From an optimization exercise on the open Yosys and OpenROAD flow, aimed at small area, a short achievable clock period and few clock cycles per item; shortcuts taken in it are not production practice. Function was checked by simulation only, so behaviour that the tests miss may differ from the original. Power and IR drop assume default switching activity.

Setup of run 1:
// sorted_list_insert_remove
module sorted_list_insert_remove #(
   parameter int CAPACITY    = 32,
   parameter int VALUE_WIDTH = 32
) (
   input  wire                                clock,
   input  wire                                reset,
   input  wire                                req_valid,
   output logic                               req_ready,
   input  wire  [sli_pkg::FUNC_W-1:0]         req_func,
   input  wire  signed [sli_pkg::ITEM_W-1:0]  req_item_value,
   output logic                               rsp_valid,
   input  wire                                rsp_ready,
   output logic [sli_pkg::STATUS_W-1:0]       rsp_status,
   output logic [sli_pkg::POS_W-1:0]          rsp_position,
   output logic [sli_pkg::CNT_W-1:0]          rsp_comparisons,
   output logic [sli_pkg::CNT_W-1:0]          rsp_moves,
   output logic [sli_pkg::CNT_W-1:0]          rsp_entry_count,
   output logic                               rsp_is_empty,
   output logic                               rsp_is_full
);
   localparam int SLOTS  = CAPACITY + 1;                   
   localparam int NUM_W  = $clog2(CAPACITY + 1);           
   localparam int GROUPS = 8;
   localparam int GW     = CAPACITY / GROUPS;              
   localparam int GC_W   = $clog2(GW + 2);                 
   localparam int PC_W   = $clog2(2 * GW + 2);             
   localparam int QC_W   = $clog2(4 * GW + 2);             
   localparam int CTL_W  = sli_pkg::STATUS_W + 2 + NUM_W;  
   localparam int WORD_W = sli_pkg::STATUS_W + sli_pkg::POS_W + 3 * sli_pkg::CNT_W + 2;
   localparam int POST   = 6;                              
   localparam int QD     = 3;                              
   function automatic logic [SLOTS-1:0] prefix_or(input logic [SLOTS-1:0] x);
      logic [SLOTS-1:0] p;
      p = x;
      for (int d = 1; d < SLOTS; d = d * 2) begin
         for (int i = SLOTS - 1; i >= 0; i--) begin
            if ((i / d) % 2 == 1) begin
               p[i] = p[i] | p[(i / d) * d - 1];
            end
         end
      end
      prefix_or = {p[SLOTS-2:0], 1'b0};
   endfunction
   logic                        ready_ff;
   logic                        in_vld_ff;
   logic [sli_pkg::FUNC_W-1:0]  in_func_ff;
   logic [VALUE_WIDTH-1:0]      in_item_ff;
   logic [VALUE_WIDTH-1:0]      in_item_n_ff;
   logic [VALUE_WIDTH-1:0]      nxt_item [2];
  ...
export LEC_CHECK = 0
export CAP_MARGIN = 20
export CORE_MARGIN = 2
export CORE_UTILIZATION = 55
export CTS_CLUSTER_DIAMETER = 150
export CTS_CLUSTER_SIZE = 25
export SETUP_SLACK_MARGIN = 2.8
export SLEW_MARGIN = 20
create_clock -name core_clock -period 5.5 [get_ports {clock}]
standard.sh (not shown) runs the stock make flow with config.mk's settings and CLKGATE_MAP_FILE= SYNTH_SCRIPT=/design/flow/synth_recipe.tcl, a recipe that flattens the netlist after the stock synthesis.
==> flow/flow/run.sh <==
#!/bin/bash
# Own layout flow: the standard layout (standard.sh, with its synthesis unchanged) with two
# resizer settings changed:
#  - the ports are buffered with buf_4 instead of the buffer buffer_ports picks by itself
#  - timing repair may swap a cell for one with a different footprint (MATCH_CELL_FOOTPRINT=0)
# make's full output goes to flow_make.log; ORFS keeps each step's log under orfs/logs/.
set -euo pipefail
bash standard.sh finish MATCH_CELL_FOOTPRINT=0 \
   "BUFFER_PORTS_ARGS=-buffer_cell sky130_fd_sc_hd__buf_4" > flow_make.log 2>&1
Run 1 | stages: all done | timing, DRC, antenna: all pass
Testbench counts of run 1, summed over its fixed seeds: cycles 12,048, items 12,000.
--- input diff run 1..run 2 ---
Settings: CTS_CLUSTER_DIAMETER no longer set, was 150; CTS_CLUSTER_SIZE no longer set, was 25; CORE_UTILIZATION now 40, was 55; SETUP_SLACK_MARGIN now 2.9, was 2.8.
## What came out
Going from run 1 to run 2, average wire per cell in the routed design lower; total clock network power higher; post-synthesis cell area roughly the same.
Setup changes, run 2 to run 3
Settings: a change of CORE_UTILIZATION from 40 to 55; an added CTS_CLUSTER_DIAMETER of 150; a change of SETUP_SLACK_MARGIN from 2.9 to 2.8; an added CTS_CLUSTER_SIZE of 30.
==> notes.md <==
Run 3 completed; timing, DRC and antenna clean
Looking at part of the total power dissipated in combinational logic, run 3 sits above run 2.
On run 3: first-pass GRT wire length is 5.6% lower than what run 2 gave.
Against run 2, run 3 comes in 1 lower on antenna diode instance count.
When the final numbers for run 3 and run 2 were put side by side, the core utilization of the finished layout turned out to be greater in run 3.
Compared with run 2, run 3 improves cell internal power dissipation.
The share of the clock period used by the worst path after layout in run 3 sits 1.6 points above the value recorded for run 2.
NOTE: routed wire length in run 3 falls short of that of run 2
diff inputs: run 3 => run 4
Settings: CTS_CLUSTER_SIZE: 30 -> unset; CTS_CLUSTER_DIAMETER: 150 -> unset.
==> comparison <==
Run 4 | status: complete | timing, DRC, antenna: pass. Run 4 vs run 3 on share of post-route cells with drive strength above 1: run 4 is the higher one. Sequential share of layout area in run 4 vs run 3: down 2.5 points. Run 4 vs. run 3: clock period minus worst slack lower; layout overhead on the synthesized area went up by 5.4 points. Of run 4 and run 3, the run reporting the higher post-layout utilization of the core was run 4. Of run 4 and run 3, it is run 4 that has the lower relative contribution of combinational cells to total power.
Input changes introduced in run 5 (baseline for comparison: run 4):
Settings: putting CTS_CLUSTER_DIAMETER at 100 where nothing was set; putting CTS_CLUSTER_SIZE at 25 where nothing was set.
Notes after the runs:
- Re cell internal power dissipation: run 4 was higher than run 5.
- On transition time of the tightest slew-check pin, run 4 and run 5 are neck and neck.
- The proportion of power drawn by combinational gates in run 5 was higher than what run 4 gave.
- | area occupied by multi-input gates | run 4 vs run 5 | ≈ equal |
- Relative to run 4, the worst-case headroom to the max-slew limit of run 5 is higher by 0.40 points.
- | combined global-route utilization of all metal layers | run 5 vs run 4 | 0.47 points lower |
- Run 5 has less setup slack than run 4.
- | final worst-path cycle share | lower: run 4 |
- Relative to run 4, global-route wire length before repair has gone down in run 5.
--- input diff run 5..run 6 ---
Settings: CTS_CLUSTER_DIAMETER now 150, was 100; CORE_UTILIZATION now 60, was 55.
==> notes.md <==
No stage failed in run 6, and the final checks on the layout all came back clean. Run 5 went all the way through synthesis, placement and routing and the layout is clean on timing, DRC and antenna. In terms of share of power burned in combinational logic, run 5 and run 6 differ only marginally. Compared with run 5, run 6 has less setup slack. [run 6] number of placed cells counting well taps fell 2.1% relative to run 5. Run 5 has lower fraction of power consumed by the clock network than run 6. Number of antenna violations at the first check in global routing ends up higher on run 5. Compared run 6 against run 5; reported net switching power within noise. Diff run 6..run 5 | highest achievable clock rate | negligible. A top metal layer carrying routed signals of met5 is what run 5 shows, while met4 belongs to run 6.

* * *

Setup of exp/indigo:
sorted_list_insert_remove again, from the RTL that the note above started with.
==> flow/design.v (excerpt) <==
module sorted_list_insert_remove #(
   parameter int CAPACITY    = 32,
   parameter int VALUE_WIDTH = 32
) (
   input  wire                                clock,
   input  wire                                reset,
   input  wire                                req_valid,
   output logic                               req_ready,
   input  wire  [sli_pkg::FUNC_W-1:0]         req_func,
   input  wire  signed [sli_pkg::ITEM_W-1:0]  req_item_value,
   output logic                               rsp_valid,
   input  wire                                rsp_ready,
   output logic [sli_pkg::STATUS_W-1:0]       rsp_status,
   output logic [sli_pkg::POS_W-1:0]          rsp_position,
   output logic [sli_pkg::CNT_W-1:0]          rsp_comparisons,
   output logic [sli_pkg::CNT_W-1:0]          rsp_moves,
   output logic [sli_pkg::CNT_W-1:0]          rsp_entry_count,
   output logic                               rsp_is_empty,
   output logic                               rsp_is_full
);
Settings: LEC_CHECK=0, CAP_MARGIN=20, CORE_MARGIN=2, CORE_UTILIZATION=50, CTS_CLUSTER_DIAMETER=150, CTS_CLUSTER_SIZE=25, SETUP_SLACK_MARGIN=2.8, SLEW_MARGIN=20; clock period 5.5 ns.
Scripts as last shown in full above: flow/flow/run.sh
The flow did not stop early for exp/indigo: all stages ran, and the layout cleared the timing, design-rule and antenna checks.
Testbench counts of exp/indigo, summed over its fixed seeds: cycles 12,048, items 12,000.
Input changes introduced in exp/willow (baseline for comparison: exp/indigo):
# exp/indigo
export LEC_CHECK = 0
export CAP_MARGIN = 20
export CORE_MARGIN = 2
export CORE_UTILIZATION = 50
export CTS_CLUSTER_DIAMETER = 150
export CTS_CLUSTER_SIZE = 25
export SETUP_SLACK_MARGIN = 2.8
export SLEW_MARGIN = 20
create_clock -name core_clock -period 5.5 [get_ports {clock}]
# exp/willow
export LEC_CHECK = 0
export CAP_MARGIN = 20
export CORE_MARGIN = 2
export CORE_UTILIZATION = 40
export SETUP_SLACK_MARGIN = 3.2
export SLEW_MARGIN = 20
create_clock -name core_clock -period 5.5 [get_ports {clock}]
[summary]
exp/willow vs exp/indigo: detailed-route via count up. For the count of clock-buffer cells in the layout, exp/willow came in 112 higher than exp/indigo did. Compared to exp/indigo, exp/willow shows a narrower setup margin. On power spent charging and discharging nets: between exp/willow and exp/indigo, it ends up higher for exp/willow. Delta (exp/willow minus exp/indigo): minimum hold slack stayed essentially flat, total power rose by 24%, total global routing track utilization fell by 4.5 points. Compared to exp/indigo, exp/willow has post-detailed-routing wire length 11 mm higher.

-- re-timing with driven ports --
The results above use ideal ports. As a check the final layouts listed here were re-extracted and re-timed, cells and wires unchanged.
Step 1 (the two cells are an assumption about what drives the block):
set clk [get_ports {clock}]
set_driving_cell -lib_cell sky130_fd_sc_hd__clkbuf_16 $clk
set_driving_cell -lib_cell sky130_fd_sc_hd__buf_2 [delete_from_list [all_inputs] $clk]
Step 2 also shifts input and output timing later by t, the mid clock arrival at the registers, as if the neighbouring blocks saw the same clock.
a / b / c = ideal ports / drivers / drivers and shift; a / b = the first two.
run	t, ns	slack for setup (ns)	hold WS [ns]	worst setup path at the end	worst slew at a driven data input, ns
run 1	0.772	2.801 / 2.801 / 2.454	0.371 / 0.371 / 0.371	input to register	0.08
run 2	0.889	2.768 / 2.768 / 2.480	0.379 / 0.379 / 0.379	input to register	0.08
run 3	0.801	2.679 / 2.679 / 2.437	0.372 / 0.372 / 0.372	input to register	0.08
run 4	0.856	2.837 / 2.837 / 2.418	0.380 / 0.380 / 0.380	input to register	0.07
run 5	0.776	2.773 / 2.773 / 2.470	0.380 / 0.380 / 0.380	input to register	0.07
run 6	0.758	2.767 / 2.767 / 2.457	0.377 / 0.377 / 0.377	input to register	0.05
exp/indigo	0.784	2.838 / 2.838 / 2.175	0.380 / 0.380 / 0.380	input to register	0.05
exp/willow	0.859	2.756 / 2.756 / 2.620	0.379 / 0.379 / 0.379	input to register	0.10
After both steps setup and hold are still met in every run listed. For exp/indigo, which loses most, drivers alone change the setup slack by 0.000 ns; drivers and shift together by -0.663 ns.
